Context: an optimization exercise on an open-source flow, tuned for small area. The choices shown serve that exercise and are no tape-out recipe.
The RTL was checked by simulation tests, not by an equivalence proof against the original design.
Power is estimated from default activity; no workload was simulated.

[flow/run.sh]
#!/bin/bash
# The standard layout (standard.sh), with three changes:
#  - synthesis maps the logic with an area-oriented ABC script (flow/abc_area_map.script)
#    instead of ORFS's delay-oriented one; everything else in synthesis is unchanged
#  - port buffers use the smallest buffer (buf_1) instead of clkdlybuf4s50_1
#  - the clock tree uses clkbuf_4 leaf clusters of at most 12 sinks (42 um across), without dummy loads
set -e
rm -rf scripts_area
cp -r "$FLOW_HOME/scripts" scripts_area
cp flow/abc_area_map.script scripts_area/abc_speed.script
export SCRIPTS_DIR="$PWD/scripts_area"
export BUFFER_PORTS_ARGS="-buffer_cell sky130_fd_sc_hd__buf_1"
export CTS_ARGS="-sink_clustering_enable -repair_clock_nets -sink_clustering_size 12 -sink_clustering_max_diameter 42 -buf_list sky130_fd_sc_hd__clkbuf_4 -dont_use_dummy_load"
bash standard.sh > standard.log 2>&1
[flow/abc_area_map.script]
strash
dch
amap -m -x
topo
strash
dch
amap -m -x
topo
[standard.sh]
#!/bin/bash
# synth_recipe.tcl (not shown) runs the flow's synth.tcl, then flattens the netlist and writes it again
# the make line also repeats each setting of config.mk as NAME=value (left out here)
make -C /OpenROAD-flow-scripts/flow DESIGN_CONFIG=/design/flow/config.mk WORK_HOME=/design/flow/orfs CLKGATE_MAP_FILE= SYNTH_SCRIPT=/design/flow/synth_recipe.tcl "${@:-finish}"
[config.mk]
export PLATFORM = sky130hd
export DESIGN_NAME = rv_slice_top
export DESIGN_NICKNAME = rv_slice_top
export VERILOG_FILES = /design/flow/design.v
export SDC_FILE = /design/flow/constraint.sdc
export NUM_CORES = 4
export LEC_CHECK = 0
export CAP_MARGIN = 20
export CORE_MARGIN = 2
export CORE_UTILIZATION = 60
export PLACE_DENSITY = 0.7
export SLEW_MARGIN = 20
[constraint.sdc]
create_clock -name core_clock -period 12.0 [get_ports {clk}]
set_input_delay 2.4000 -clock core_clock [delete_from_list [all_inputs] [get_ports {clk}]]
set_output_delay 2.4000 -clock core_clock [all_outputs]
set_load 0.01 [all_outputs]
[design.v]
package rv_pkg;
    localparam int XLEN = 32;
endpackage
`timescale 1ns/1ps
module rv_slice_top (
    input  logic        clk,
    input  logic        rst_n,
    input  logic [11:0] paddr,
    input  logic        psel,
    input  logic        penable,
    input  logic        pwrite,
    input  logic [31:0] pwdata,
    output logic [31:0] prdata,
    output logic        pready,
    output logic        pslverr
);
    logic [6:0] opc;
    logic [2:0] f3;
    logic [6:0] f7;
    logic       is_lui, is_auipc, is_jal, is_jalr, is_br, is_opi, is_op;
    logic       op_imm_ok, op_ok, legal;
    logic       is_alu, is_shift, is_slt, is_logic, is_sub, is_sra, cmp_signed;
    assign opc = pwdata[6:0];
    assign f3  = pwdata[14:12];
    assign f7  = pwdata[31:25];
    assign op_imm_ok = (f3 == 3'b001) ? (f7 == 7'h00) :
                       (f3 == 3'b101) ? (f7 == 7'h00 || f7 == 7'h20) : 1'b1;
    assign op_ok     = (f7 == 7'h00) || (f7 == 7'h20 && (f3 == 3'b000 || f3 == 3'b101));
    assign is_lui   = (opc == 7'b0110111);
    assign is_auipc = (opc == 7'b0010111);
    assign is_jal   = (opc == 7'b1101111);
    assign is_jalr  = (opc == 7'b1100111) && (f3 == 3'b000);
    assign is_br    = (opc == 7'b1100011) && (f3[2:1] != 2'b01);
    assign is_opi   = (opc == 7'b0010011) && op_imm_ok;
    assign is_op    = (opc == 7'b0110011) && op_ok;
    assign legal    = is_lui | is_auipc | is_jal | is_jalr | is_br | is_opi | is_op;
    assign is_alu     = is_opi | is_op;
    assign is_shift   = is_alu && (f3[1:0] == 2'b01);
    assign is_slt     = is_alu && (f3[2:1] == 2'b01);
    assign is_logic   = is_alu && f3[2] && (f3[1:0] != 2'b01);
    assign is_sub     = is_op && (f3 == 3'b000) && f7[5];
    assign is_sra     = f7[5];
    assign cmp_signed = is_br ? ~f3[1] : ~f3[0];
    logic a_instr, a_pc, a_reg, ex, rd_ok, err;
    assign a_instr = (paddr == 12'h084);
    assign a_pc    = (paddr == 12'h080);
    assign a_reg   = (paddr[11:7] == 5'd0) && (paddr[1:0] == 2'b00);
    assign ex      = pwrite & a_instr & legal;
    assign rd_ok   = ~pwrite & (a_reg | a_pc);
    assign err     = ~(ex | rd_ok);
    logic [4:0] phase;
    logic       clr;         
    logic       ph0, ph31;
    logic [5:0] cnt;         
    logic       a_seen;      
    logic       a_done;      
    logic       aw;          
    logic       first;       
    logic       fin;         
    logic       pc_in_t;
    assign ph0   = (phase == 5'd0);
    assign ph31  = (phase == 5'd31);
    assign aw    = psel & ~a_done & (a_seen | ph0);
    assign first = ~cnt[5];
    always_comb begin
        if (err)           pready = 1'b1;
        else if (rd_ok)    pready = aw & ph31;
        else if (is_shift) pready = (cnt == 6'd63);
        else if (is_slt)   pready = a_done;
        else               pready = aw & ph31;
    end
    assign fin     = psel & penable & pready;
    assign pslverr = err;
    always_ff @(posedge clk or negedge rst_n) begin
        if (!rst_n) begin
            phase <= '0;
            clr   <= 1'b1;
        end else begin
            phase <= phase + 5'd1;
            if (ph31) clr <= 1'b0;
        end
    end
    always_ff @(posedge clk) begin
        if (!psel || fin) begin
            cnt    <= '0;
            a_seen <= 1'b0;
            a_done <= 1'b0;
        end else begin
            cnt <= cnt + 6'd1;
            if (ph0) a_seen <= 1'b1;
            if (aw && ph31) a_done <= 1'b1;
        end
    end
    logic [31:0] head;       
    logic [31:1] wen;
    logic        wd;
    logic [31:0] p_q, t_q;
    logic        p_in, t_in;
    assign head[0] = 1'b0;
    for (genvar n = 1; n < 32; n++) begin : g_x
        logic [31:0] q;
        always_ff @(posedge clk) begin
            q <= {wen[n] ? wd : q[0], q[31:1]};
        end
        assign head[n] = q[0];
    end
    always_ff @(posedge clk) begin
        p_q <= {p_in, p_q[31:1]};
        t_q <= {t_in, t_q[31:1]};
    end
    logic [4:0] ra_idx;
    logic       rs1, rs2, pc_b, rstream;
    assign ra_idx  = pwrite ? pwdata[19:15] : paddr[6:2];
    rmux u_r1(.head(head), .idx(ra_idx), .clr(clr), .o(rs1));
    rmux u_r2(.head(head), .idx(pwdata[24:20]), .clr(clr), .o(rs2));
    assign pc_b    = ((pc_in_t & first) ? t_q[0] : p_q[0]) & ~clr;
    assign rstream = a_pc ? pc_b : rs1;
    logic imm;
    imm_gen u_imm(.pwdata(pwdata), .phase(phase), .fmt_u(is_lui | is_auipc), .fmt_b(is_br), .fmt_j(is_jal), .imm(imm));
    logic a_add, b_add, b_cmp, sum, c_add, c_in;
    logic inc, c_inc, ci_inc;
    logic lt, eq, lt_nx, eq_nx, diff, taken;
    logic logic_b;
    assign a_add = (is_auipc | is_jal | is_br) ? pc_b : (is_lui ? 1'b0 : rs1);
    assign b_add = (is_op ? rs2 : imm) ^ is_sub;
    assign b_cmp = (is_op | is_br) ? rs2 : imm;
    assign c_in  = ph0 ? is_sub : c_add;
    assign sum   = a_add ^ b_add ^ c_in;
    assign ci_inc = (phase == 5'd2) | c_inc;
    assign inc    = pc_b ^ ci_inc;
    assign diff  = rs1 ^ b_cmp;
    assign eq_nx = (ph0 | eq) & ~diff;
    assign lt_nx = diff ? ((ph31 & cmp_signed) ? rs1 : b_cmp) : (~ph0 & lt);
    assign taken = (f3[2] ? lt_nx : eq_nx) ^ f3[0];
    always_comb begin
        case (f3[1:0])
            2'b00:   logic_b = rs1 ^ b_cmp;
            2'b10:   logic_b = rs1 | b_cmp;
            default: logic_b = rs1 & b_cmp;
        endcase
    end
    always_ff @(posedge clk) begin
        c_add <= (a_add & b_add) | (c_in & (a_add ^ b_add));
        c_inc <= ~ph31 & pc_b & ci_inc;
        eq    <= eq_nx;
        lt    <= lt_nx;
    end
    logic [4:0] shamt;
    logic       sgn;
    logic       sh_b;
    always_ff @(posedge clk) begin
        if (first && phase < 5'd5) shamt[phase[2:0]] <= b_cmp;
        if (first && ph31) sgn <= rs1;
    end
    sh_gen u_sh(.t_q(t_q), .shamt(shamt), .phase(phase), .right(f3[2]), .sra(is_sra), .sgn(sgn), .sh_b(sh_b));
    logic go, rd_we;
    assign go = psel & ex;
    always_comb begin
        if (is_shift)          rd_we = ~first;
        else if (is_slt)       rd_we = (aw & ~ph0) | a_done;
        else                   rd_we = aw & ~is_br;
    end
    always_comb begin
        if (clr)                   wd = 1'b0;
        else if (is_shift)         wd = sh_b;
        else if (is_slt)           wd = a_done & lt;
        else if (is_jal | is_jalr) wd = inc;
        else if (is_logic)         wd = logic_b;
        else                       wd = sum;
    end
    logic [7:0] we_hi;
    logic [3:0] we_lo;
    for (genvar i = 0; i < 8; i++) begin : g_wh
        assign we_hi[i] = clr | (go & rd_we & (pwdata[11:9] == i));
    end
    for (genvar i = 0; i < 4; i++) begin : g_wl
        assign we_lo[i] = clr | (pwdata[8:7] == i);
    end
    for (genvar n = 1; n < 32; n++) begin : g_we
        assign wen[n] = we_hi[n / 4] & we_lo[n % 4];
    end
    always_comb begin
        if (clr)                p_in = 1'b0;
        else if (go && aw) begin
            if (is_jal)         p_in = sum;
            else if (is_jalr)   p_in = sum & ~ph0;
            else                p_in = inc;
        end else                p_in = pc_b;
    end
    always_comb begin
        if (psel && rd_ok && aw)            t_in = rstream;
        else if (go && is_br && aw)         t_in = sum;
        else if (go && is_shift && first)   t_in = rs1;
        else                                t_in = t_q[0];
    end
    always_ff @(posedge clk) begin
        if (clr) begin
            pc_in_t <= 1'b0;
        end else if (fin && !err) begin
            pc_in_t <= ex & is_br & taken;
        end
    end
    assign prdata = {rstream, t_q[31:1]};
endmodule
module rmux(input logic [31:0] head, input logic [4:0] idx, input logic clr, output logic o);
    assign o = head[idx] & ~clr;
endmodule
module sh_gen(input logic [31:0] t_q, input logic [4:0] shamt, input logic [4:0] phase, input logic right, sra, sgn, output logic sh_b);
    logic [4:0] tap;
    logic       gt_r, lt_l, fill;
    always_comb begin
        gt_r = 1'b0;     
        lt_l = 1'b0;     
        for (int i = 0; i < 5; i++) begin
            if (phase[i] != ~shamt[i]) gt_r = phase[i];
            if (phase[i] != shamt[i])  lt_l = shamt[i];
        end
    end
    assign tap  = right ? shamt : (5'd0 - shamt);
    assign fill = right ? gt_r : lt_l;
    assign sh_b = fill ? (right & sra & sgn) : t_q[tap];
endmodule
module imm_gen(input logic [31:0] pwdata, input logic [4:0] phase, input logic fmt_u, fmt_b, fmt_j, output logic imm);
    logic [31:0] v;
    logic        m, m_b;
    logic [3:0]  vb;
    assign v  = {pwdata[31:12], 1'b0, pwdata[30:20]};
    assign m  = v[phase];
    assign vb = {pwdata[10:8], pwdata[11]};    
    assign m_b = vb[phase[1:0]];
    always_comb begin
        if (phase < 5'd11) begin
            if (fmt_u)                              imm = 1'b0;
            else if (phase == 5'd0)                 imm = ~(fmt_b | fmt_j) & m;
            else if (fmt_b && phase < 5'd5)         imm = m_b;
            else                                    imm = m;
        end else if (phase == 5'd11) begin
            imm = fmt_u ? 1'b0 : fmt_b ? pwdata[7] : fmt_j ? pwdata[20] : pwdata[31];
        end else if (fmt_u || (fmt_j && phase < 5'd20)) begin
            imm = m;
        end else begin
            imm = pwdata[31];
        end
    end
endmodule
==> results by group, run 1 <==
Synthesis
  – Synth Register Bits: 1081
  – Cell area after synthesis: 24780 µm²
  – Mapped Cells: 1631
  – Asr flop ratio synth: 0.5550%
  – Post-synthesis sequential area ratio: 87.71%
  – Yosys cell types: 49
  – Ys Warns: 3
  – Syn Area/Cell: 15.19 µm²
  – Dominant synthesized flop cell: dfxtp_1
  – Synthesized net count: 1692
  – EDFF count, synth: 6

Global route
  – Global-route wire length before repair: 61800 µm
  – Gr usage total: 18.36%
  – Largest net degree at the start of global routing: 32
  – Initial antenna violation count: 4
  – GRT Residual Overflow: 0
  – Vias in the first global route: 11620

Clock network
  – CTS tree: yes
  – Clock slew at reported path FFs: 0.11 ns
  – Total CTS buffers: 104
  – CTS H-tree lvls: 3
  – CTS Hold Bufs: 0
  – Post-CTS setup buffers: 0
  – CTS Sinks: 1081
  – PostCTS Resize Cnt: 0
  – CTS max path bufs: 3
  – CTS Root Buffer Type: clkbuf_4
  – Worst skew pair latency: 0.84 ns

Floorplan
  – Initial Utilization: 60.68%
  – Die X: 207.2 µm
  – Rows: 74
  – Full die area: 42940 µm²
  – Core area: 40830 µm²
  – Die Ht: 207.2 µm
  – I/O pin total: 83

Finish
  – Cell Count, Final, Fillers Out: 2322
  – Area grow syn2layout: 6.221%
  – Fillers: 2974
  – Layout cells sized above 1: 6.040%
  – Flip-flop and latch area: 21730 µm²
  – Most common cell after layout, fill and taps aside: dfxtp_1
  – Nets: 1851
  – Most frequent cells in the layout: dfxtp_1 (1069), nor2_1 (124), clkbuf_4 (104)
  – Area occupied by multi-input gates: 2580 µm²

Placement
  – Dpl cells: 2216
  – Port bufs: 82
  – Detail Placement HPWL: 25350 µm
  – Placer Congestion: 0.8726
  – Dpl ws: 3.757 ns

Worst setup path
  – Arrival time at the worst endpoint: 5.46 ns
  – Startpoint types: input port
  – WS Path Type: in2out
  – Top Family by Delay on Critical Path: simple AND/OR/NAND/NOR gates
  – Worst setup EP type: output port
  – Buf/Inv on CP: 4
  – Crit path largest cell delay: 0.49 ns
  – Slowest cell on crit path: nor4_1
  – Worst-path fanout max: 9
  – Required @ worst endpoint: 9.60 ns
  – Critical-path cell list: buf_1 -> clkinv_1 -> nor4_1 -> a211oi_1 -> nor3b_1 -> clkinv_1 -> o31ai_1 -> nor3_1 -> nor4_1 -> nor2_1 -> nor2_1 -> o21ai_0 -> buf_1

Timing
  – WHS: 0.2481 ns
  – Clk_skew: 0.1365 ns
  – Final Hold Violating Endpoints: 0
  – Min Tclk post-route: 7.863 ns
  – Setup TNS: 0 ns
  – Final Max Slew Viols: 0
  – Final setup fails: 0
  – Final Worst Setup Slack: 4.137 ns
  – Worst-margin pin slew: 1.085 ns
  – Slew margin rel.: 27.67%
  – RSZ-0062 raised after global routing: no
  – Final Cycle Share: 65.53%
  – F_max: 127.2 MHz

Power
  – VDD IR max: 0.0001181 V
  – Pwr Total: 5.023 mW
  – Leakage: 10.15 nW
  – Pwr Density: 190.9 nW/µm²

Detailed routing
  – Starting DRT DRC Count: 696
  – WL/cell: 16.39 µm
  – Vias: 11360
  – Initial DRT Pass Iterations: 5
  – Via-per-instance ratio: 4.891
  – Post-route ant nets: 0
  – Drc violations: 0
  – Drt total wl: 38050 µm

Flow run
  – Max Cap Viol: 0

Outcome
  – Outcome: complete, no violations

Worst hold path
  – Path type of the worst min-delay path: reg2reg
==> state kept, by name, indices dropped and copies added, names as in the netlist, 5 cells and up <==
signal	flops
p_q	32
cnt	6
g_x.q	992
phase	5
t_q	32
shamt	5
==> path summary, 6_finish.rpt <==
kind	start	endpoint	slack (ns)	cells after the start
max	pwdata[14]	pready	4.14	13
min	g_x[5].q[14]	g_x[5].q[13]	0.25	0
max reg2reg	phase[0]	g_x[3].q[31]	5.39	25
min reg2reg	g_x[5].q[14]	g_x[5].q[13]	0.25	0
max in group asynchronous	rst_n	clr	10.20	1
min in group asynchronous	rst_n	phase[0]	1.50	1
==> power breakdown <==
part,leakage [nW],switching (mW),internal [mW],total (mW)
Combinational,0.938,0.0636,0.0261,0.0897
Sequential,8.73,0.00112,3.59,3.59
Clock,0.478,0.941,0.399,1.34
==> area by class of cell <==
class,instances,area share [%]
antenna,2,0.01902
clock buffer,104,2.966
inverter,60,0.8557
multi-input combinational,458,9.803
sequential,1081,82.57
tap,532,2.529
timing repair buffer,85,1.255
==> metrics by stage <==
| step | util (%) | area (µm²) |
|---|---|---|
| finish | 64.46 | 26320 |
| CTS | 64.45 | 26310 |
| global placement | 62.51 | 25530 |
| floorplan | - | 24780 |
| detailed placement | 62.53 | 25530 |
| global route | 64.46 | 26320 |
==> routing by layer <==
| metal | part of all wire, % | wire, µm | global-route usage [%] | vias up |
|---|---|---|---|---|
| li1 | - | - | - | 5689 |
| met5 | 0 | 0 | 0 | - |
| met4 | 3.3 | 1251 | 7.759 | 0 |
| met1 | 49 | 18530 | 25.56 | 5332 |
| met2 | 44 | 16610 | 27.76 | 246 |
| met3 | 4.3 | 1651 | 4.433 | 91 |
==> cells by family after synthesis <==
family                   after synthesis  share of synthesized area [%]
flip-flops                          1081                          87.71
AND/OR/NAND/NOR                      223                          3.914
AO/OA/AOI/OAI                        223                          5.863
buffers and inverters                 92                          1.879
adder cells (fa/ha/maj)               12                         0.6363
==> synth_stat cells, types with 2 or more instances <==
| master | number | area [µm²] |
|---|---|---|
| clkinv_1 | 60 | 225.2 |
| o221ai_1 | 14 | 122.6 |
| nor3_1 | 19 | 95.09 |
| a22oi_1 | 11 | 82.58 |
| o32ai_1 | 5 | 43.79 |
| o311a_1 | 2 | 20.02 |
| o21ai_0 | 29 | 145.1 |
| nand4_1 | 2 | 12.51 |
| a221oi_1 | 14 | 122.6 |
| nand2_1 | 35 | 131.4 |
| or2_0 | 4 | 25.02 |
| or4_1 | 2 | 15.01 |
| nor2_1 | 124 | 465.5 |
| a41o_1 | 2 | 20.02 |
| nand3b_1 | 2 | 15.01 |
| nand3_1 | 10 | 50.05 |
| a21oi_1 | 60 | 300.3 |
| buf_4 | 32 | 240.2 |
| a21o_1 | 2 | 15.01 |
| a31oi_1 | 8 | 50.05 |
| or3_1 | 3 | 18.77 |
| o22a_1 | 3 | 26.28 |
| nor4_1 | 14 | 87.58 |
| dfxtp_1 | 1069 | 21400 |
| o221a_1 | 2 | 22.52 |
| o22ai_1 | 51 | 319.1 |
| nor2b_1 | 3 | 18.77 |
| o21a_1 | 4 | 30.03 |
| ha_1 | 11 | 137.6 |
| dfrtp_1 | 5 | 125.1 |
| edfxtp_1 | 6 | 180.2 |
| a211oi_1 | 6 | 45.04 |
==> run 2: changes to the inputs <==
==> flow/abc_area_map.script (replaced) <==
strash
&get -n
&deepsyn -T 60 -I 4
&put
dch
amap -m -x
topo
strash
dch
amap -m -x
topo
==> run 2 against run 1 <==
Hold slack improved by 0.014 ns. Highest routed layer is now met5. Final area decreased by 0.30%. Non-clock buffer count decreased by 2. First-iteration DRC count decreased by 4.7%. Sequential share of layout area increased by 0.25 points. Die area decreased by 0.25%. Largest power group unchanged. Register-to-register slack improved by 1.2 ns. Routed wire length increased by 0.86%.
==> results by group, run 2 <==
Outcome
  – Outcome: complete, no violations

Placement
  – Dpl cells: 2215 (-0.045%)
  – Placer Congestion: 0.8676 (-0.57%)
  – Detail Placement HPWL: 25530 µm (+0.72%)
  – Port bufs: 82 (unchanged)

Synthesis
  – Synth top area cells: dfxtp_1 (87%), o21ai_0 (2.0%), nor2_1 (1.3%)
  – Most common cell in the netlist: dfxtp_1
  – Asr flop ratio synth: 0.5550% (unchanged)
  – Dominant synthesized flop cell: dfxtp_1
  – Ys Warns: 3 (unchanged)
  – Post-synth top area cell: dfxtp_1
  – EDFF count, synth: 6 (unchanged)
  – Mapped Cells: 1632 (+0.061%)
  – Post-synthesis sequential area ratio: 87.93% (+0.22 points)
  – Synth Register Bits: 1081 (unchanged)
  – Yosys cell types: 46 (-6.1%)
  – Syn Area/Cell: 15.14 µm² (-0.31%)
  – Cell area after synthesis: 24720 µm² (-0.25%)
  – Top post-synthesis cells by count: dfxtp_1 (1069), o21ai_0 (100), nor2_1 (86)
  – Synthesized net count: 1693 (+0.059%)
  – Share of the synthesized area in the top cell type: 86.58% (+0.21 points)

Floorplan
  – Core area: 40740 µm² (-0.23%)
  – Full die area: 42830 µm² (-0.25%)
  – I/O pin total: 83 (unchanged)
  – Rows: 74 (unchanged)
  – Die X: 207.0 µm (-0.12%)
  – Die Ht: 207.0 µm (-0.12%)
  – Initial Utilization: 60.67% (about the same)

Detailed routing
  – Drc violations: 0 (unchanged)
  – Via-per-instance ratio: 4.900 (+0.18%)
  – Vias: 11380 (+0.18%)
  – WL/cell: 16.53 µm (+0.86%)
  – Post-route ant nets: 0 (unchanged)
  – Initial DRT Pass Iterations: 8 (+3)
  – Starting DRT DRC Count: 663 (-4.7%)
  – Drt total wl: 38380 µm (+0.86%)

Global route
  – GRT Residual Overflow: 0 (unchanged)
  – Initial antenna violation count: 3 (-1)
  – Largest net degree at the start of global routing: 18 (-44%)
  – Vias in the first global route: 11140 (-4.1%)
  – Global-route wire length before repair: 58750 µm (-4.9%)
  – Gr usage total: 18.30% (-0.061 points)

Flow run
  – Max Cap Viol: 0 (unchanged)

Worst setup path
  – Critical-path cell list: buf_1 -> clkinv_1 -> or3_1 -> nor3_1 -> nand2_1 -> nand2_1 -> nor2_1 -> a311oi_1 -> nand3_1 -> a22o_1 -> buf_1
  – Worst setup EP type: output port
  – Reg2Reg Depth: 24 (-4.0%)
  – Buf/Inv on CP: 3 (-1)
  – Slowest cell on crit path: a311oi_1
  – WS Path Type: in2out
  – Crit path largest cell delay: 0.76 ns (+0.27 ns)
  – Arrival time at the worst endpoint: 5.41 ns (-0.05 ns)
  – Critical path depth: 11 (-2)
  – Worst-path fanout max: 5 (-4)
  – Top Family by Delay on Critical Path: simple AND/OR/NAND/NOR gates
  – Startpoint types: input port
  – Required @ worst endpoint: 9.60 ns (about the same)

Clock network
  – CTS H-tree lvls: 3 (unchanged)
  – CTS Sinks: 1081 (unchanged)
  – Clock slew at reported path FFs: 0.12 ns (about the same)
  – CTS Root Buffer Type: clkbuf_4
  – CTS tree: yes
  – Post-CTS setup buffers: 0 (unchanged)
  – Total CTS buffers: 103 (-0.96%)
  – Worst skew pair latency: 0.86 ns (+0.02 ns)
  – CTS max path bufs: 3 (unchanged)
  – PostCTS Resize Cnt: 0 (unchanged)
  – CTS Hold Bufs: 0 (unchanged)

Finish
  – Cell Count, Final, Fillers Out: 2322 (unchanged)
  – Area grow syn2layout: 6.166% (about the same)
  – Max reg flops: 992 (unchanged)
  – Most frequent cells in the layout: dfxtp_1 (1069), clkbuf_4 (103), o21ai_0 (100)
  – Layout cells sized above 1: 5.879% (-0.16 points)
  – Most common cell after layout, fill and taps aside: dfxtp_1
  – Biggest regs: g_x.q: 992 flops, p_q: 32 flops, t_q: 32 flops
  – Most flops, register: g_x.q
  – Nets: 1849 (-0.11%)

Worst hold path
  – Path type of the worst min-delay path: reg2reg
  – Hold Path Cell Cnt: 0 (unchanged)

Timing
  – Slew margin rel.: 37.62% (+9.9 points)
  – Worst-margin pin slew: 0.9260 ns (-0.1589 ns)
  – Final Hold Violating Endpoints: 0 (unchanged)
  – Clk_skew: 0.1006 ns (-0.03587 ns)
  – Min Tclk post-route: 7.813 ns (-0.05068 ns)
  – WHS: 0.2625 ns (+0.01448 ns)
  – Setup TNS: 0 ns (unchanged)
  – F_max: 128.0 MHz (+0.65%)
  – Final setup fails: 0 (unchanged)
  – Final Cycle Share: 65.11% (-0.42 points)
  – RSZ-0062 raised after global routing: no
  – Final Max Slew Viols: 0 (unchanged)

Power
  – Leakage: 10.14 nW (-0.15%)
  – Pwr Total: 5.007 mW (-0.32%)
  – VDD IR max: 0.0001227 V (+3.9%)
  – Pwr Density: 190.8 nW/µm² (about the same)
==> run 2: changes by cell type in the layout (fill, tap and decap cells not counted), moves of 8 or more <==
cell,delta
a21oi_1,-42
a22oi_1,-8
a31oi_1,+9
a221oi_1,-11
o21ai_0,+71
o22ai_1,-27
nor2_1,-38
nor4_1,-9
nand2_1,+16
clkinv_1,+15
or2_0,+9
==> run 2: per-stage QoR <==
stage	setup slack, ns	utilization, %	area [µm²]
floorplan	5.199	-	24720
global placement	4.265	62.49	25460
detailed placement	4.183	62.49	25460
CTS	4.182	64.39	26230
global route	3.958	64.40	26240
finish	4.187	64.41	26240
==> run 2: layout make-up <==
type,instances,area [µm²]
well taps,532,665.6
fillers,2947,14500
repair buffers,83,315.3
clock buffers,103,773.2
diodes,4,10.01
multi-input cells,444,2462
flip-flops and latches,1081,21730
inverters,75,281.5
==> run 2: worst reg2reg max path, stage by stage (launching register included) <==
cell and delay (ns):
dfrtp_1 0.58, clkinv_1 0.28, nand2_1 0.27, clkinv_1 0.15
a32o_1 0.23, a221oi_1 0.28, or3_1 0.16, a31oi_1 0.08
a31oi_1 0.23, a222oi_1 0.10, o22ai_1 0.19, nor2_1 0.05
nor2_1 0.19, nand2_1 0.07, o21ai_0 0.20, clkinv_1 0.25
ha_1 0.24, o22ai_1 0.12, a311oi_1 0.06, a211oi_1 0.19
nor3_1 0.08, a311oi_1 0.61, or2_0 0.28, or3_1 0.29
o21ai_0 0.14
==> run 2: logic make-up after synthesis <==
group | after synthesis | synth area share, %
flops | 1081 | 87.93
compound gates | 218 | 5.493
simple gates | 214 | 3.832
buf+inv | 107 | 2.111
fa+ha+maj | 12 | 0.6378
==> run 2: power breakdown <==
part	leakage (nW)	internal, mW	total [mW]	switching [mW]
sequential	8.73	3.59	3.59	0.00154
clock	0.474	0.395	1.34	0.941
combinational	0.931	0.0242	0.0777	0.0535
==> run 2: metal layers <==
metal	vias up	share of wire (%)	GRT usage, %
met1	5385	48	24.72
met2	290	44	28.06
met4	2	2.6	7.143
met3	80	5.6	5.259
met5	-	0.042	0
li1	5621	-	-
==> run 2: path summary, 6_finish.rpt <==
| check | slack (ns) | from | end |
|---|---|---|---|
| max reg2reg | 6.55 | phase[1] | g_x[14].q[31] |
| max in group asynchronous | 10.12 | rst_n | clr |
| min reg2reg | 0.26 | g_x[15].q[2] | g_x[15].q[1] |
| min in group asynchronous | 1.48 | rst_n | phase[2] |
| min | 0.26 | g_x[15].q[2] | g_x[15].q[1] |
| max | 4.19 | pwdata[5] | pready |
==> run 3: changes to the inputs <==
--- a/flow/run.sh
+++ b/flow/run.sh
@@ -10,5 +10,5 @@
 cp flow/abc_area_map.script scripts_area/abc_speed.script
 export SCRIPTS_DIR="$PWD/scripts_area"
 export BUFFER_PORTS_ARGS="-buffer_cell sky130_fd_sc_hd__buf_1"
-export CTS_ARGS="-sink_clustering_enable -repair_clock_nets -sink_clustering_size 12 -sink_clustering_max_diameter 42 -buf_list sky130_fd_sc_hd__clkbuf_4 -dont_use_dummy_load"
+export CTS_ARGS="-sink_clustering_enable -sink_clustering_size 12 -sink_clustering_max_diameter 42 -buf_list sky130_fd_sc_hd__clkbuf_4 -dont_use_dummy_load"
 bash standard.sh > standard.log 2>&1
==> flow/abc_area_map.script (replaced) <==
strash
dch
amap -m -x
topo
strash
dch
amap -m -x
topo
==> run 3 against run 2 <==
Flip-flop and latch count is the same. Area after synthesis grew 0.25%. First-iteration DRC count grew 5.0%. Global-route usage grew 0.061 points. Total power grew 0.32%. Critical endpoint unchanged.
==> results by group, run 3 <==
Outcome
  – Outcome: complete, no violations

Worst setup path
  – Origin of the critical flop-to-flop path: phase[0]
  – Worst-path fanout max: 9 (+4)
  – Worst setup EP type: output port
  – Setup crit start: pwdata[14]
  – WS Path Type: in2out
  – Startpoint types: input port
  – Arrival time at the worst endpoint: 5.46 ns (+0.05 ns)
  – Required @ worst endpoint: 9.60 ns (about the same)
  – Reg2Reg Depth: 25 (+4.2%)

Worst hold path
  – Path type of the worst min-delay path: reg2reg
  – Hold Startpoint: g_x[5].q[14]
  – Hold Path Cell Cnt: 0 (unchanged)

Synthesis
  – EDFF count, synth: 6 (unchanged)
  – Dominant synthesized flop cell: dfxtp_1
  – Post-synthesis sequential area ratio: 87.71% (-0.22 points)
  – Syn Area/Cell: 15.19 µm² (+0.31%)
  – Top post-synthesis cells by count: dfxtp_1 (1069), nor2_1 (124), a21oi_1 (60), clkinv_1 (60), o22ai_1 (51)
  – Cell area after synthesis: 24780 µm² (+0.25%)
  – Synth top area cells: dfxtp_1 (86%), nor2_1 (1.9%), o22ai_1 (1.3%)
  – Share of the synthesized area in the top cell type: 86.37% (-0.21 points)
  – Synthesized net count: 1692 (-0.059%)
  – Asr flop ratio synth: 0.5550% (unchanged)
  – Post-synth top area cell: dfxtp_1
  – Mapped Cells: 1631 (-0.061%)
  – Most common cell in the netlist: dfxtp_1
  – Yosys cell types: 49 (+6.5%)
  – Ys Warns: 3 (unchanged)
  – Synth Register Bits: 1081 (unchanged)

Timing
  – Clk_skew: 0.1365 ns (+0.03587 ns)
  – Final Max Slew Viols: 0 (unchanged)
  – Slew margin rel.: 27.67% (-9.9 points)
  – Setup TNS: 0 ns (unchanged)
  – Final Hold Violating Endpoints: 0 (unchanged)
  – Min Tclk post-route: 7.863 ns (+0.05068 ns)
  – RSZ-0062 raised after global routing: no
  – Worst-margin pin slew: 1.085 ns (+0.1589 ns)
  – Final Cycle Share: 65.53% (+0.42 points)
  – WHS: 0.2481 ns (-0.01448 ns)
  – Final setup fails: 0 (unchanged)
  – F_max: 127.2 MHz (-0.64%)

Clock network
  – Total CTS buffers: 104 (+0.97%)
  – CTS max path bufs: 3 (unchanged)
  – CTS Hold Bufs: 0 (unchanged)
  – CTS tree: yes
  – Clock slew at reported path FFs: 0.11 ns (about the same)
  – Post-CTS setup buffers: 0 (unchanged)
  – Worst skew pair latency: 0.84 ns (-0.02 ns)
  – CTS Root Buffer Type: clkbuf_4
  – CTS H-tree lvls: 3 (unchanged)
  – PostCTS Resize Cnt: 0 (unchanged)
  – CTS Sinks: 1081 (unchanged)

Placement
  – Detail Placement HPWL: 25350 µm (-0.72%)
  – Port bufs: 82 (unchanged)
  – Placer Congestion: 0.8726 (+0.58%)

Detailed routing
  – Drc violations: 0 (unchanged)
  – WL met1: 18530 µm (+0.85%)
  – Vias: 11360 (-0.18%)
  – Post-route ant nets: 0 (unchanged)
  – Starting DRT DRC Count: 696 (+5.0%)
  – Met3 WL: 1651 µm (-24%)
  – Uppermost layer routed: met4
  – Initial DRT Pass Iterations: 5 (-3)
  – WL/cell: 16.39 µm (-0.85%)
  – Drt total wl: 38050 µm (-0.85%)
  – Routed length on met2: 16610 µm (-1.2%)
  – Via-per-instance ratio: 4.891 (-0.18%)

Power
  – Pwr Density: 190.9 nW/µm² (about the same)
  – VDD IR max: 0.0001181 V (-3.7%)
  – Leakage: 10.15 nW (+0.15%)

Finish
  – Most flops, register: g_x.q
  – Biggest regs: g_x.q: 992 flops, p_q: 32 flops, t_q: 32 flops
  – Area grow syn2layout: 6.221% (about the same)
  – Post-layout util: 64.46% (about the same)
  – Most frequent cells in the layout: dfxtp_1 (1069), nor2_1 (124), clkbuf_4 (104)
  – Nets: 1851 (+0.11%)
  – Layout cells sized above 1: 6.040% (+0.16 points)
  – Most common cell after layout, fill and taps aside: dfxtp_1
  – Max reg flops: 992 (unchanged)

Floorplan
  – Rows: 74 (unchanged)
  – Die X: 207.2 µm (+0.12%)
  – Initial Utilization: 60.68% (about the same)
  – Die Ht: 207.2 µm (+0.12%)
  – Full die area: 42940 µm² (+0.25%)
  – Core area: 40830 µm² (+0.23%)
  – I/O pin total: 83 (unchanged)

Global route
  – Vias in the first global route: 11620 (+4.3%)
  – GRT Residual Overflow: 0 (unchanged)
  – Gr usage total: 18.36% (+0.061 points)
  – Initial antenna violation count: 4 (+1)
  – Global-route wire length before repair: 61800 µm (+5.2%)
  – Largest net degree at the start of global routing: 32 (+14)

Flow run
  – Max Cap Viol: 0 (unchanged)
-- run 3: cell count changes after synthesis, moves of 11 or more --
cell | before | now
nand2_1 | 51 | 35
o21ai_0 | 100 | 29
nor2_1 | 86 | 124
o22ai_1 | 24 | 51
clkinv_1 | 75 | 60
a221oi_1 | 3 | 14
a21oi_1 | 18 | 60
-- run 3: metal layers --
metal | GRT usage (%) | up-vias
met5 | 0 | -
li1 | - | 5689
met2 | 27.76 | 246
met3 | 4.433 | 91
met1 | 25.56 | 5332
met4 | 7.759 | 0
-- run 3: final cells by class --
cell class                      instances  area (µm²)
Inverter                               60       225.2
Tap cell                              532       665.6
Sequential cell                      1081       21730
Timing Repair Buffer                   85       330.3
Multi-Input combinational cell        458        2580
Antenna cell                            2       5.005
Fill cell                            2974       14510
Clock buffer                          104       780.7
-- run 3: through the flow --
step | power, mW | worst slack [ns] | std cells | cell area [µm²]
6_report | 5.023 | 4.137 | 2322 | 26320
5_1_grt | 5.240 | 3.769 | 2322 | 26320
4_1_cts | 5.093 | 4.141 | 2320 | 26310
3_5_place_dp | 3.764 | 3.757 | 2216 | 25530
3_3_place_gp | 3.762 | 3.726 | 2215 | 25530
2_1_floorplan | 3.729 | 4.474 | 1631 | 24780
-- run 3: cell families after synthesis --
logic type | count (synthesis) | share of synthesized area, %
AOI/OAI and AO/OA | 223 | 5.863
adders and majority gates | 12 | 0.6363
buffers and inverters | 92 | 1.879
DFF | 1081 | 87.71
and+or+nand+nor | 223 | 3.914
-- run 3: report_power, final --
part           switching (mW)  internal (mW)
logic                  0.0636         0.0261
clock network           0.941          0.399
registers             0.00112           3.59
total                    1.01           4.02
-- run 3: worst max-delay path, cell delays in order --
cell      delay (ns)
buf_1           0.36
clkinv_1        0.37
nor4_1          0.34
a211oi_1        0.16
nor3b_1         0.36
clkinv_1        0.14
o31ai_1         0.15
nor3_1          0.14
nor4_1          0.49
nor2_1          0.16
nor2_1          0.12
o21ai_0         0.12
buf_1           0.15
-- run 3: path summary, 6_finish.rpt --
path | to | slack [ns]
worst max-delay path | pready | 4.14
worst min-delay path | g_x[5].q[13] | 0.25
worst max register to register | g_x[3].q[31] | 5.39
worst min register to register | g_x[5].q[13] | 0.25
max in group asynchronous | clr | 10.20
min in group asynchronous | phase[0] | 1.50
==> run 4: changes to the inputs <==
--- a/flow/run.sh
+++ b/flow/run.sh
@@ -10,5 +10,5 @@
 cp flow/abc_area_map.script scripts_area/abc_speed.script
 export SCRIPTS_DIR="$PWD/scripts_area"
 export BUFFER_PORTS_ARGS="-buffer_cell sky130_fd_sc_hd__buf_1"
-export CTS_ARGS="-sink_clustering_enable -sink_clustering_size 12 -sink_clustering_max_diameter 42 -buf_list sky130_fd_sc_hd__clkbuf_4 -dont_use_dummy_load"
+export CTS_ARGS="-sink_clustering_enable -repair_clock_nets -sink_clustering_size 12 -sink_clustering_max_diameter 42 -buf_list {sky130_fd_sc_hd__clkbuf_2 sky130_fd_sc_hd__clkbuf_4} -dont_use_dummy_load"
 bash standard.sh > standard.log 2>&1
==> run 4 against run 3 <==
Synthesized cell count is the same. Worst setup slack is the same. Largest cell class unchanged. Global-route usage is the same. Total power is the same. Register-to-register slack is essentially flat. Critical endpoint unchanged. First-iteration DRC count is the same. Die area is the same. Largest power group unchanged. Critical path depth is the same.
==> results by group, run 4 <==
Finish
  – Most frequent cells in the layout: dfxtp_1 (1069), nor2_1 (124), clkbuf_4 (104)
  – Most common cell after layout, fill and taps aside: dfxtp_1
  – Area grow syn2layout: 6.221% (unchanged)
  – Most flops, register: g_x.q
  – Biggest regs: g_x.q: 992 flops, p_q: 32 flops, t_q: 32 flops
  – Post-layout util: 64.46% (unchanged)
  – Cell Count, Final, Fillers Out: 2322 (unchanged)
  – Nets: 1851 (unchanged)
  – Design Area, Final: 26320 µm² (unchanged)
  – Layout cells sized above 1: 6.040% (unchanged)
  – Max reg flops: 992 (unchanged)

Synthesis
  – Post-synth top area cell: dfxtp_1
  – Yosys cell types: 49 (unchanged)
  – Most common cell in the netlist: dfxtp_1
  – Ys Warns: 3 (unchanged)
  – Dominant synthesized flop cell: dfxtp_1
  – Post-synthesis sequential area ratio: 87.71% (unchanged)
  – Top post-synthesis cells by count: dfxtp_1 (1069), nor2_1 (124), a21oi_1 (60), clkinv_1 (60), o22ai_1 (51)
  – Asr flop ratio synth: 0.5550% (unchanged)
  – Mapped Cells: 1631 (unchanged)
  – EDFF count, synth: 6 (unchanged)
  – Share of the synthesized area in the top cell type: 86.37% (unchanged)
  – Cell area after synthesis: 24780 µm² (unchanged)
  – Synthesized net count: 1692 (unchanged)
  – Syn Area/Cell: 15.19 µm² (unchanged)
  – Synth top area cells: dfxtp_1 (86%), nor2_1 (1.9%), o22ai_1 (1.3%)
  – Synth Register Bits: 1081 (unchanged)

Worst setup path
  – Startpoint types: input port
  – Critical-path cell list: buf_1 -> clkinv_1 -> nor4_1 -> a211oi_1 -> nor3b_1 -> clkinv_1 -> o31ai_1 -> nor3_1 -> nor4_1 -> nor2_1 -> nor2_1 -> o21ai_0 -> buf_1
  – RR Endpoint: g_x[3].q[31]
  – Worst-path fanout max: 9 (unchanged)
  – R2r setup slk: 5.39 ns (about the same)
  – Critical path destination: pready
  – Worst setup EP type: output port
  – Setup crit start: pwdata[14]
  – Required @ worst endpoint: 9.60 ns (about the same)
  – WS Path Type: in2out
  – Reg2Reg Depth: 25 (unchanged)
  – Crit path largest cell delay: 0.49 ns (about the same)
  – Origin of the critical flop-to-flop path: phase[0]
  – Arrival time at the worst endpoint: 5.46 ns (about the same)
  – Slowest cell on crit path: nor4_1

Global route
  – Global-route wire length before repair: 61800 µm (unchanged)
  – Initial antenna violation count: 4 (unchanged)
  – Gr usage total: 18.36% (unchanged)
  – Largest net degree at the start of global routing: 32 (unchanged)
  – Vias in the first global route: 11620 (unchanged)
  – GRT Residual Overflow: 0 (unchanged)

Timing
  – Final Hold Violating Endpoints: 0 (unchanged)
  – Final Worst Setup Slack: 4.137 ns (unchanged)
  – Clk_skew: 0.1365 ns (unchanged)
  – Final Cycle Share: 65.53% (unchanged)
  – RSZ-0062 raised after global routing: no
  – Final Max Slew Viols: 0 (unchanged)
  – Slew margin rel.: 27.67% (unchanged)
  – WHS: 0.2481 ns (unchanged)
  – F_max: 127.2 MHz (unchanged)
  – Setup TNS: 0 ns (unchanged)
  – Min Tclk post-route: 7.863 ns (unchanged)
  – Final setup fails: 0 (unchanged)
  – Worst-margin pin slew: 1.085 ns (unchanged)

Clock network
  – Post-CTS setup buffers: 0 (unchanged)
  – Clock slew at reported path FFs: 0.11 ns (about the same)
  – PostCTS Resize Cnt: 0 (unchanged)
  – Total CTS buffers: 104 (unchanged)
  – CTS Sinks: 1081 (unchanged)
  – CTS max path bufs: 3 (unchanged)
  – CTS H-tree lvls: 3 (unchanged)
  – CTS Hold Bufs: 0 (unchanged)
  – CTS Root Buffer Type: clkbuf_4
  – Worst skew pair latency: 0.84 ns (about the same)
  – CTS tree: yes

Detailed routing
  – Post-route ant nets: 0 (unchanged)
  – Via-per-instance ratio: 4.891 (unchanged)
  – Starting DRT DRC Count: 696 (unchanged)
  – Drt total wl: 38050 µm (unchanged)
  – WL/cell: 16.39 µm (unchanged)
  – Vias: 11360 (unchanged)
  – Drc violations: 0 (unchanged)
  – Initial DRT Pass Iterations: 5 (unchanged)

Placement
  – Dpl ws: 3.757 ns (unchanged)
  – Detail Placement HPWL: 25350 µm (unchanged)
  – DP Area: 25530 µm² (unchanged)
  – Port bufs: 82 (unchanged)
  – Placer Congestion: 0.8726 (unchanged)
  – Dpl cells: 2216 (unchanged)

Flow run
  – Max Cap Viol: 0 (unchanged)

Floorplan
  – Initial Utilization: 60.68% (unchanged)
  – Core area: 40830 µm² (unchanged)
  – I/O pin total: 83 (unchanged)
  – Die X: 207.2 µm (unchanged)
  – Die Ht: 207.2 µm (unchanged)
  – Full die area: 42940 µm² (unchanged)
  – Rows: 74 (unchanged)

Power
  – VDD IR max: 0.0001181 V (unchanged)
  – Pwr Density: 190.9 nW/µm² (unchanged)
  – Leakage: 10.15 nW (unchanged)
  – Pwr Total: 5.023 mW (unchanged)

Worst hold path
  – Path type of the worst min-delay path: reg2reg

Outcome
  – Outcome: complete, no violations
## run 4: critical path: cells and delay by family
kind	cells	cell delay, ns
and+or+nand+nor	6	1.61
buffers and inverters	4	1.02
AOI/OAI and AO/OA	3	0.43
## run 4: how the worst min path moves through the flow
stage                        from             to  slack, ns  cells after the start
floorplan            g_x[10].q[1]   g_x[10].q[0]       0.31                      0
global placement     g_x[14].q[1]   g_x[14].q[0]       0.31                      0
detailed placement  g_x[11].q[25]  g_x[11].q[24]       0.31                      0
CTS                  g_x[5].q[14]   g_x[5].q[13]       0.24                      0
global route         g_x[5].q[14]   g_x[5].q[13]       0.23                      0
finish               g_x[5].q[14]   g_x[5].q[13]       0.25                      0
## run 4: cell type report
cell class	instances	area, µm²
Inverter	60	225.2
Fill cell	2974	14510
Timing Repair Buffer	85	330.3
Multi-Input combinational cell	458	2580
Sequential cell	1081	21730
Antenna cell	2	5.005
Tap cell	532	665.6
Clock buffer	104	780.7
## run 4: cells by family (layout without fill, tap and decap cells)
kind of cell	after synthesis	count (layout)	share of synthesized area [%]
AOI/OAI and AO/OA	223	223	5.863
DFF	1081	1081	87.71
buffers and inverters	92	249	1.879
and+or+nand+nor	223	223	3.914
other	0	2	0
adders and majority gates	12	12	0.6363
## run 4: power breakdown
part | leakage, nW | internal (mW) | switching, mW | total, mW
combinational | 0.938 | 0.0261 | 0.0636 | 0.0897
sequential | 8.73 | 3.59 | 0.00112 | 3.59
clock | 0.478 | 0.399 | 0.941 | 1.34
total | 10.2 | 4.02 | 1.01 | 5.02
## run 4: metal layers
metal | part of all wire (%) | GRT usage [%]
met4 | 3.3 | 7.759
met3 | 4.3 | 4.433
met2 | 44 | 27.76
met1 | 49 | 25.56
met5 | 0 | 0
==> run 5: changes to the inputs <==
==> flow/run.sh (replaced) <==
#!/bin/bash
# The standard layout (standard.sh), with three changes:
#  - synthesis optimises and maps the logic with an area-oriented ABC script
#    (flow/abc_area_map.script: a time-bounded &deepsyn pass, then amap)
#    instead of ORFS's delay-oriented one; everything else in synthesis is unchanged
#  - port buffers use the smallest buffer (buf_1) instead of clkdlybuf4s50_1
#  - the clock tree uses clkbuf_4 leaf clusters of at most 12 sinks (42 um across), without dummy loads
set -e
rm -rf scripts_area
cp -r "$FLOW_HOME/scripts" scripts_area
cp flow/abc_area_map.script scripts_area/abc_speed.script
export SCRIPTS_DIR="$PWD/scripts_area"
export BUFFER_PORTS_ARGS="-buffer_cell sky130_fd_sc_hd__buf_1"
export CTS_ARGS="-sink_clustering_enable -repair_clock_nets -sink_clustering_size 12 -sink_clustering_max_diameter 42 -buf_list sky130_fd_sc_hd__clkbuf_4 -dont_use_dummy_load"
bash standard.sh > standard.log 2>&1
==> flow/abc_area_map.script (replaced) <==
strash
&get -n
&deepsyn -T 150 -I 4
&put
dch
amap -m -x
topo
strash
dch
amap -m -x
topo
==> run 5 against run 4 <==
First-iteration DRC count shrank 4.7%. Worst setup slack improved by 0.051 ns. Cell count is the same. Synthesized cell count barely moved. Die area fell by 0.25%.
==> results by group, run 5 <==
Detailed routing
  – Drt total wl: 38380 µm (+0.86%)
  – Starting DRT DRC Count: 663 (-4.7%)
  – Via-per-instance ratio: 4.900 (+0.18%)
  – Vias: 11380 (+0.18%)
  – Initial DRT Pass Iterations: 8 (+3)
  – Drc violations: 0 (unchanged)
  – WL/cell: 16.53 µm (+0.86%)
  – Post-route ant nets: 0 (unchanged)

Global route
  – GRT Residual Overflow: 0 (unchanged)
  – Initial antenna violation count: 3 (-1)
  – Global-route wire length before repair: 58750 µm (-4.9%)
  – Largest net degree at the start of global routing: 18 (-44%)
  – Gr usage total: 18.30% (-0.061 points)
  – Vias in the first global route: 11140 (-4.1%)

Synthesis
  – Post-synth top area cell: dfxtp_1
  – Xor/xnor share of the synthesized area: 0% (unchanged)
  – Synth top area cells: dfxtp_1 (87%), o21ai_0 (2.0%), nor2_1 (1.3%)
  – Ys Warns: 3 (unchanged)
  – Post-Synth Adder-Cell Area: 0.6378% (+0.0016 points)
  – Mux cell area share after synthesis: 0% (unchanged)
  – Top post-synthesis cells by count: dfxtp_1 (1069), o21ai_0 (100), nor2_1 (86)
  – Mapped Cells: 1632 (+0.061%)
  – Dominant synthesized flop cell: dfxtp_1
  – Post-synthesis compound-gate area fraction: 5.493% (-0.37 points)
  – EDFF count, synth: 6 (unchanged)
  – Synthesized net count: 1693 (+0.059%)
  – Asr flop ratio synth: 0.5550% (unchanged)
  – Syn Area/Cell: 15.14 µm² (-0.31%)
  – Cell area after synthesis: 24720 µm² (-0.25%)
  – Most common cell in the netlist: dfxtp_1
  – Yosys cell types: 46 (-6.1%)
  – Post-synthesis sequential area ratio: 87.93% (+0.22 points)
  – Largest family of logic cells by synthesized area: compound AO/OA/AOI/OAI gates
  – Simple-gate share of the synthesized area: 3.832% (-0.081 points)
  – Synth Register Bits: 1081 (unchanged)
  – Share of the synthesized area in the top cell type: 86.58% (+0.21 points)

Worst setup path
  – Arrival time at the worst endpoint: 5.41 ns (-0.05 ns)
  – R2r setup slk: 6.55 ns (+1.16 ns)
  – Required @ worst endpoint: 9.60 ns (about the same)
  – WS Path Type: in2out
  – Worst-path fanout max: 5 (-4)
  – Origin of the critical flop-to-flop path: phase[1]
  – Startpoint types: input port
  – Worst setup EP type: output port
  – Setup crit start: pwdata[5]

Floorplan
  – Die X: 207.0 µm (-0.12%)
  – Die Ht: 207.0 µm (-0.12%)
  – Initial Utilization: 60.67% (about the same)
  – Core area: 40740 µm² (-0.23%)
  – Full die area: 42830 µm² (-0.25%)
  – I/O pin total: 83 (unchanged)
  – Rows: 74 (unchanged)

Timing
  – F_max: 128.0 MHz (+0.65%)
  – Final Max Slew Viols: 0 (unchanged)
  – Final Worst Setup Slack: 4.187 ns (+0.05068 ns)
  – RSZ-0062 raised after global routing: no
  – Clk_skew: 0.1006 ns (-0.03587 ns)
  – Final setup fails: 0 (unchanged)
  – Final Hold Violating Endpoints: 0 (unchanged)
  – Worst-margin pin slew: 0.9260 ns (-0.1589 ns)
  – Setup TNS: 0 ns (unchanged)
  – Slew margin rel.: 37.62% (+9.9 points)
  – Final Cycle Share: 65.11% (-0.42 points)
  – Min Tclk post-route: 7.813 ns (-0.05068 ns)

Clock network
  – CTS Root Buffer Type: clkbuf_4
  – PostCTS Resize Cnt: 0 (unchanged)
  – Total CTS buffers: 103 (-0.96%)
  – Worst skew pair latency: 0.86 ns (+0.02 ns)
  – CTS tree: yes
  – Post-CTS setup buffers: 0 (unchanged)
  – CTS Sinks: 1081 (unchanged)
  – CTS Hold Bufs: 0 (unchanged)
  – Clock slew at reported path FFs: 0.12 ns (about the same)
  – CTS H-tree lvls: 3 (unchanged)
  – CTS max path bufs: 3 (unchanged)

Power
  – Pwr Density: 190.8 nW/µm² (about the same)
  – Sw Ratio: 19.89% (-0.14 points)
  – Seq pwr share: 71.8% (+0.3 points)
  – Leakage: 10.14 nW (-0.15%)
  – Internal power: 4.011 mW (-0.14%)
  – Clk pwr share: 26.7% (about the same)
  – VDD IR max: 0.0001227 V (+3.9%)
  – P_sw: 0.9957 mW (-1.0%)
  – Logic pwr share: 1.6% (-0.2 points)

Placement
  – Detail Placement HPWL: 25530 µm (+0.72%)
  – DP Area: 25460 µm² (-0.30%)
  – Placer Congestion: 0.8676 (-0.57%)
  – Dpl ws: 4.183 ns (+0.4261 ns)
  – Port bufs: 82 (unchanged)

Finish
  – Flip-flop and latch area: 21730 µm² (unchanged)
  – Post-layout util: 64.41% (about the same)
  – Design Area, Final: 26240 µm² (-0.30%)
  – Area occupied by multi-input gates: 2462 µm² (-4.6%)
  – Most common cell after layout, fill and taps aside: dfxtp_1
  – Biggest regs: g_x.q: 992 flops, p_q: 32 flops, t_q: 32 flops
  – Area grow syn2layout: 6.166% (about the same)
  – Fillers: 2947 (-0.91%)
  – Layout cells sized above 1: 5.879% (-0.16 points)
  – Most flops, register: g_x.q
  – Nets: 1849 (-0.11%)
  – Most frequent cells in the layout: dfxtp_1 (1069), clkbuf_4 (103), o21ai_0 (100)
  – Max reg flops: 992 (unchanged)

Worst hold path
  – Hold Startpoint: g_x[15].q[2]
  – Path type of the worst min-delay path: reg2reg

Flow run
  – Max Cap Viol: 0 (unchanged)

Outcome
  – Outcome: complete, no violations
## run 5: cell types whose count changed after synthesis, sizes merged, moves of 15 or more
cell	before	now
nor2	124	86
o21ai	29	100
a21oi	60	18
clkinv	60	75
nand2	35	51
o22ai	51	24
## run 5: final cells by class
class	count	area share [%]
diodes	4	0.03815
clock buffers	103	2.947
inverters	75	1.073
multi-input cells	444	9.384
flip-flops and latches	1081	82.82
well taps	532	2.537
repair buffers	83	1.202
## run 5: worst paths after layout
kind                                 end  depth (start not counted)
setup / recovery                  pready                         11
hold / removal              g_x[15].q[1]                          0
setup reg to reg           g_x[14].q[31]                         24
hold reg to reg             g_x[15].q[1]                          0
max in group asynchronous            clr                          1
min in group asynchronous       phase[2]                          1
## run 5: cells by family after synthesis
family | count (synthesis)
flip-flops | 1081
AO/OA/AOI/OAI | 218
AND/OR/NAND/NOR | 214
buffers and inverters | 107
adder cells (fa/ha/maj) | 12
## run 5: per-layer routing
| layer | vias up | GRT usage, % | part of all wire [%] |
|---|---|---|---|
| li1 | 5621 | - | - |
| met3 | 80 | 5.259 | 5.6 |
| met4 | 2 | 7.143 | 2.6 |
| met2 | 290 | 28.06 | 44 |
| met1 | 5385 | 24.72 | 48 |
| met5 | - | 0 | 0.042 |
## run 5: power groups by stage
stage	Clock, mW	Sequential (mW)	Combinational, mW
6_report	1.34	3.59	0.0777
5_1_grt	1.53	3.60	0.0860
3_5_place_dp	0	3.68	0.0766
2_1_floorplan	0	3.67	0.0449
4_1_cts	1.41	3.59	0.0771
3_3_place_gp	0	3.68	0.0774
## run 5: per-stage QoR
| step | std cells | hold slack (ns) | power [mW] |
|---|---|---|---|
| finish | 2322 | 0.2625 | 5.007 |
| global route | 2321 | 0.2643 | 5.215 |
| CTS | 2318 | 0.2563 | 5.077 |
| detailed placement | 2215 | 0.3121 | 3.752 |
| global placement | 2215 | 0.3101 | 3.753 |
| floorplan | 1632 | 0.3096 | 3.720 |
## run 5: worst max-delay path, stage by stage
cell and delay [ns]:
buf_1 0.08, clkinv_1 0.14, or3_1 0.41, nor3_1 0.54, nand2_1 0.24, nand2_1 0.18
nor2_1 0.11, a311oi_1 0.76, nand3_1 0.15, a22o_1 0.25, buf_1 0.15
==> run 6: changes to the inputs <==
==> flow/abc_area_map.script (replaced) <==
strash
&get -n
&deepsyn -T 60 -I 4
&put
dch
amap -m -x
topo
strash
dch
amap -m -x
topo
==> run 6 against run 5 <==
Utilization did not move. Hold slack did not move. Global-route usage did not move. Routed wire length did not move. Cell count did not move. Critical path type unchanged. Clock power barely moved. Total power did not move. Flip-flop and latch count did not move.
==> results by group, run 6 <==
Outcome
  – Outcome: complete, no violations

Worst setup path
  – Required @ worst endpoint: 9.60 ns (about the same)
  – Worst setup EP type: output port
  – Worst-path fanout max: 5 (unchanged)
  – Arrival time at the worst endpoint: 5.41 ns (about the same)
  – Slowest cell on crit path: a311oi_1
  – Critical-path cell list: buf_1 -> clkinv_1 -> or3_1 -> nor3_1 -> nand2_1 -> nand2_1 -> nor2_1 -> a311oi_1 -> nand3_1 -> a22o_1 -> buf_1
  – R2r setup slk: 6.55 ns (about the same)
  – Crit path largest cell delay: 0.76 ns (about the same)
  – Reg2Reg Depth: 24 (unchanged)
  – WS Path Type: in2out
  – Origin of the critical flop-to-flop path: phase[1]
  – RR Endpoint: g_x[14].q[31]
  – Startpoint types: input port

Finish
  – Most flops, register: g_x.q
  – Area grow syn2layout: 6.166% (unchanged)
  – Most common cell after layout, fill and taps aside: dfxtp_1
  – Layout cells sized above 1: 5.879% (unchanged)
  – Most frequent cells in the layout: dfxtp_1 (1069), clkbuf_4 (103), o21ai_0 (100)
  – Biggest regs: g_x.q: 992 flops, p_q: 32 flops, t_q: 32 flops
  – Max reg flops: 992 (unchanged)
  – Nets: 1849 (unchanged)

Synthesis
  – Yosys cell types: 46 (unchanged)
  – Post-synthesis sequential area ratio: 87.93% (unchanged)
  – Ys Warns: 3 (unchanged)
  – Dominant synthesized flop cell: dfxtp_1
  – Synth top area cells: dfxtp_1 (87%), o21ai_0 (2.0%), nor2_1 (1.3%)
  – Cell area after synthesis: 24720 µm² (unchanged)
  – EDFF count, synth: 6 (unchanged)
  – Synthesized net count: 1693 (unchanged)
  – Syn Area/Cell: 15.14 µm² (unchanged)
  – Top post-synthesis cells by count: dfxtp_1 (1069), o21ai_0 (100), nor2_1 (86)
  – Post-synth top area cell: dfxtp_1
  – Most common cell in the netlist: dfxtp_1
  – Mapped Cells: 1632 (unchanged)
  – Synth Register Bits: 1081 (unchanged)
  – Share of the synthesized area in the top cell type: 86.58% (unchanged)
  – Asr flop ratio synth: 0.5550% (unchanged)

Clock network
  – CTS max path bufs: 3 (unchanged)
  – Post-CTS setup buffers: 0 (unchanged)
  – PostCTS Resize Cnt: 0 (unchanged)
  – CTS tree: yes
  – CTS Root Buffer Type: clkbuf_4
  – Total CTS buffers: 103 (unchanged)
  – Worst skew pair latency: 0.86 ns (about the same)
  – Clock slew at reported path FFs: 0.12 ns (about the same)
  – CTS H-tree lvls: 3 (unchanged)
  – CTS Hold Bufs: 0 (unchanged)
  – CTS Sinks: 1081 (unchanged)

Detailed routing
  – Vias: 11380 (unchanged)
  – Post-route ant nets: 0 (unchanged)
  – Initial DRT Pass Iterations: 8 (unchanged)
  – Starting DRT DRC Count: 663 (unchanged)
  – Drt total wl: 38380 µm (unchanged)
  – WL/cell: 16.53 µm (unchanged)
  – Via-per-instance ratio: 4.900 (unchanged)
  – Drc violations: 0 (unchanged)

Floorplan
  – Full die area: 42830 µm² (unchanged)
  – Rows: 74 (unchanged)
  – Core area: 40740 µm² (unchanged)
  – Initial Utilization: 60.67% (unchanged)
  – Die X: 207.0 µm (unchanged)
  – I/O pin total: 83 (unchanged)
  – Die Ht: 207.0 µm (unchanged)

Global route
  – Vias in the first global route: 11140 (unchanged)
  – GRT Residual Overflow: 0 (unchanged)
  – Gr usage total: 18.30% (unchanged)
  – Largest net degree at the start of global routing: 18 (unchanged)
  – Global-route wire length before repair: 58750 µm (unchanged)
  – Initial antenna violation count: 3 (unchanged)

Worst hold path
  – Path type of the worst min-delay path: reg2reg
  – Worst Hold Path EP: g_x[15].q[1]
  – Hold Startpoint: g_x[15].q[2]
  – Hold Path Cell Cnt: 0 (unchanged)

Placement
  – Detail Placement HPWL: 25530 µm (unchanged)
  – Dpl ws: 4.183 ns (unchanged)
  – Placer Congestion: 0.8676 (unchanged)
  – Port bufs: 82 (unchanged)

Timing
  – Worst-margin pin slew: 0.9260 ns (unchanged)
  – Setup TNS: 0 ns (unchanged)
  – Clk_skew: 0.1006 ns (unchanged)
  – Final Max Slew Viols: 0 (unchanged)
  – Final setup fails: 0 (unchanged)
  – Final Cycle Share: 65.11% (unchanged)
  – Slew margin rel.: 37.62% (unchanged)
  – Final Worst Setup Slack: 4.187 ns (unchanged)
  – Min Tclk post-route: 7.813 ns (unchanged)
  – Final Hold Violating Endpoints: 0 (unchanged)
  – RSZ-0062 raised after global routing: no
  – F_max: 128.0 MHz (unchanged)

Power
  – VDD IR max: 0.0001227 V (unchanged)
  – Pwr Density: 190.8 nW/µm² (unchanged)
  – Leakage: 10.14 nW (unchanged)

Flow run
  – Max Cap Viol: 0 (unchanged)
==> run 6: cell counts in the layout (fill, tap and decap cells not counted) <==
Identical to the previous run, type by type.
==> run 6: final cells by class <==
cell class | instances | area [µm²]
multi-input cells | 444 | 2462
diodes | 4 | 10.01
fillers | 2947 | 14500
well taps | 532 | 665.6
flip-flops and latches | 1081 | 21730
inverters | 75 | 281.5
repair buffers | 83 | 315.3
clock buffers | 103 | 773.2
==> run 6: through the flow <==
step           utilization [%]  instance area (µm²)  hold slack (ns)  power (mW)  cells
6_report                 64.41                26240           0.2625       5.007   2322
5_1_grt                  64.40                26240           0.2643       5.215   2321
4_1_cts                  64.39                26230           0.2563       5.077   2318
3_5_place_dp             62.49                25460           0.3121       3.752   2215
3_3_place_gp             62.49                25460           0.3101       3.753   2215
2_1_floorplan                -                24720           0.3096       3.720   1632
==> run 6: how the worst max path moves through the flow <==
stage	startpoint	to	depth (start not counted)
global route	pwdata[5]	pready	11
finish	pwdata[5]	pready	11
global placement	pwdata[5]	pready	11
CTS	pwdata[5]	pready	11
floorplan	pwdata[5]	pready	9
detailed placement	pwdata[5]	pready	11
==> run 6: metal layers <==
metal  global-route usage [%]  share of wire (%)  vias to the layer above
met1                    24.72                 48                     5385
met2                    28.06                 44                      290
li1                         -                  -                     5621
met3                    5.259                5.6                       80
met4                    7.143                2.6                        2
met5                        0              0.042                        -
==> run 6: worst max-delay path: cells and delay by family <==
kind            cells  cell delay [ns]
compound gates      2             1.01
buf+inv             3             0.37
simple gates        6             1.63
==> run 6: cell families after synthesis <==
family | synth area share (%)
AOI/OAI and AO/OA | 5.493
adders and majority gates | 0.6378
buffers and inverters | 2.111
DFF | 87.93
and+or+nand+nor | 3.832
==> run 6: power breakdown <==
group	internal (mW)	leakage [nW]	total [mW]	switching, mW
combinational	0.0242	0.931	0.0777	0.0535
sequential	3.59	8.73	3.59	0.00154
clock	0.395	0.474	1.34	0.941
==> run 7: changes to the inputs <==
==> run.sh (new file) <==
#!/bin/bash
# synth_recipe.tcl (not shown) runs the flow's synth.tcl, then flattens the netlist and writes it again
# the make line also repeats each setting of config.mk as NAME=value (left out here)
make -C /OpenROAD-flow-scripts/flow DESIGN_CONFIG=/design/flow/config.mk WORK_HOME=/design/flow/orfs CLKGATE_MAP_FILE= SYNTH_SCRIPT=/design/flow/synth_recipe.tcl finish
--- a/config.mk
+++ b/config.mk
@@ -8,5 +8,8 @@
 export CAP_MARGIN = 20
 export CORE_MARGIN = 2
 export CORE_UTILIZATION = 60
+export CTS_BUF_LIST = sky130_fd_sc_hd__clkbuf_4
+export CTS_CLUSTER_DIAMETER = 35
+export CTS_CLUSTER_SIZE = 12
 export PLACE_DENSITY = 0.7
 export SLEW_MARGIN = 20
removed: flow/run.sh
removed: flow/abc_area_map.script
removed: standard.sh
==> run 7 against run 6 <==
Cell count fell by 0.99%. Die area up 3.6%. Global-route usage is 0.35 points higher. Clock skew down 0.035 ns. Maximum frequency fell by 6.6%. Critical path type unchanged. Highest routed layer unchanged.
==> results by group, run 7 <==
Global route
  – Vias in the first global route: 11510 (+3.3%)
  – Largest net degree at the start of global routing: 41 (+23)
  – Initial antenna violation count: 3 (unchanged)
  – GRT Residual Overflow: 0 (unchanged)

Floorplan
  – Core area: 42040 µm² (+3.2%)
  – Die X: 210.7 µm (+1.8%)
  – Full die area: 44390 µm² (+3.6%)
  – Rows: 75 (+1.4%)
  – I/O pin total: 83 (unchanged)
  – Die Ht: 210.7 µm (+1.8%)
  – Initial Utilization: 60.97% (+0.30 points)

Synthesis
  – Synthesized net count: 1635 (-3.4%)
  – Syn Area/Cell: 16.29 µm² (+7.5%)
  – Most common cell in the netlist: dfxtp_1
  – Yosys cell types: 75 (+63%)
  – Post-synthesis sequential area ratio: 84.78% (-3.1 points)
  – Share of the synthesized area in the top cell type: 83.49% (-3.1 points)
  – Post-synth top area cell: dfxtp_1
  – Ys Warns: 3 (unchanged)
  – Cell area after synthesis: 25630 µm² (+3.7%)
  – Synth Register Bits: 1081 (unchanged)
  – EDFF count, synth: 6 (unchanged)

Placement
  – Dpl ws: 3.621 ns (-0.5627 ns)
  – Placer Congestion: 0.8398 (-3.2%)
  – DP Area: 26780 µm² (+5.2%)
  – Detail Placement HPWL: 25920 µm (+1.5%)
  – Port bufs: 82 (unchanged)

Power
  – VDD IR max: 0.0001401 V (+14%)

Worst setup path
  – Setup crit start: pwrite
  – RR Endpoint: g_x[1].q[31]
  – Origin of the critical flop-to-flop path: phase[0]
  – Arrival time at the worst endpoint: 5.97 ns (+0.56 ns)
  – Reg2Reg Depth: 17 (-29%)
  – Startpoint types: input port
  – Required @ worst endpoint: 9.60 ns (about the same)
  – Worst-path fanout max: 11 (+6)
  – WS Path Type: in2out

Finish
  – Nets: 1770 (-4.3%)
  – Max reg flops: 992 (unchanged)
  – Most common cell after layout, fill and taps aside: dfxtp_1
  – Most frequent cells in the layout: dfxtp_1 (1069), clkbuf_4 (123), clkdlybuf4s50_1 (82)
  – Fillers: 2862 (-2.9%)
  – Most flops, register: g_x.q
  – Layout cells sized above 1: 13.70% (+7.8 points)

Flow run
  – Max Cap Viol: 0 (unchanged)

Detailed routing
  – Drt total wl: 39540 µm (+3.0%)
  – Starting DRT DRC Count: 589 (-11%)
  – Drc violations: 0 (unchanged)
  – WL/cell: 17.20 µm (+4.1%)
  – Post-route ant nets: 0 (unchanged)
  – Initial DRT Pass Iterations: 5 (-3)

Timing
  – Final setup fails: 0 (unchanged)
  – Final Cycle Share: 69.73% (+4.6 points)
  – F_max: 119.5 MHz (-6.6%)
  – Final Worst Setup Slack: 3.632 ns (-0.5553 ns)
  – Worst-margin pin slew: 1.055 ns (+0.1294 ns)
  – Final Hold Violating Endpoints: 0 (unchanged)
  – RSZ-0062 raised after global routing: no
  – Setup TNS: 0 ns (unchanged)
  – Final Max Slew Viols: 0 (unchanged)
  – Clk_skew: 0.06526 ns (-0.03539 ns)

Clock network
  – PostCTS Resize Cnt: 0 (unchanged)
  – CTS Hold Bufs: 0 (unchanged)
  – Clock slew at reported path FFs: 0.11 ns (about the same)
  – CTS Root Buffer Type: clkbuf_4
  – CTS Sinks: 1081 (unchanged)
  – Worst skew pair latency: 0.92 ns (+0.06 ns)
  – Total CTS buffers: 112 (+8.7%)

Worst hold path
  – Path type of the worst min-delay path: reg2reg
  – Hold Startpoint: g_x[20].q[27]

Outcome
  – Outcome: complete, no violations
run 7: cell types whose count changed in the layout (fill, tap and decap cells not counted), moves of 18 or more:
cell / change
mux4_2: +28
nor3_1: -18
inv_1: +20
mux2_2: +25
o22ai_1: -18
clkbuf_4: +20
buf_1: -82
o21ai_0: -84
nor2_1: -46
clkdlybuf4s50_1: +82
nor2b_1: +18
nand2_1: -19
clkinv_1: -68
run 7: layout make-up:
cell class                 count  area [µm²]  share of cell area, %
antenna                        8       20.02                0.07135
clock buffer                 123       923.4                  3.291
clock inverter                34       334.1                  1.191
inverter                      20       75.07                 0.2676
multi-input combinational    406        3433                  12.24
sequential                  1081       21730                  77.45
tap                          539       674.4                  2.404
timing repair buffer          88       865.8                  3.086
run 7: through the flow:
stage	instances	hold slack [ns]	utilization [%]
detailed placement	2134	0.3121	63.70
floorplan	1574	0.3096	-
CTS	2291	0.3005	66.69
global placement	2134	0.3095	63.70
finish	2299	0.2923	66.74
global route	2297	0.3034	66.73
run 7: how the worst min path moves through the flow:
stage	end	cells after the start	slack, ns
finish	g_x[20].q[26]	0	0.29
detailed placement	g_x[10].q[14]	0	0.31
global placement	p_q[16]	0	0.31
floorplan	g_x[10].q[0]	0	0.31
global route	g_x[20].q[21]	0	0.30
CTS	g_x[7].q[2]	0	0.30
run 7: worst max-delay path, cell delays in order:
cell             delay (ns)
clkdlybuf4s50_1        0.79
mux2i_1                0.89
mux4_2                 0.60
mux2i_1                0.14
nor4_1                 0.07
nor4_2                 0.24
buf_4                  0.20
mux2i_1                0.10
clkdlybuf4s50_1        0.52
run 7: power by group:
part | switching, mW | internal (mW) | leakage, nW
sequential | 0.000709 | 3.59 | 8.73
clock | 1.06 | 0.593 | 0.730
combinational | 0.0474 | 0.0348 | 1.71
total | 1.10 | 4.22 | 11.2
run 7: cell families after synthesis:
group | synth area share (%)
flops | 84.78
simple gates | 3.739
compound gates | 3.568
buf+inv | 1.845
mux | 5.042
xor+xnor | 0.4100
fa+ha+maj | 0.6150
run 7: metal layers:
layer,vias to the layer above,GRT usage (%),share of wire (%)
li1,5525,-,-
met1,5297,26.07,48
met2,263,27.86,43
met3,83,4.802,5.8
met4,2,7.892,2.9
met5,-,0,0.033

Re-timed with assumed drivers on the ports (clkbuf_16 on the clock, buf_2 on other inputs), run 7 has 3.593 ns of setup slack against 3.632 ns with ideal ports, and 3.593 ns once port delays also move by the mid clock arrival of 0.940 ns.
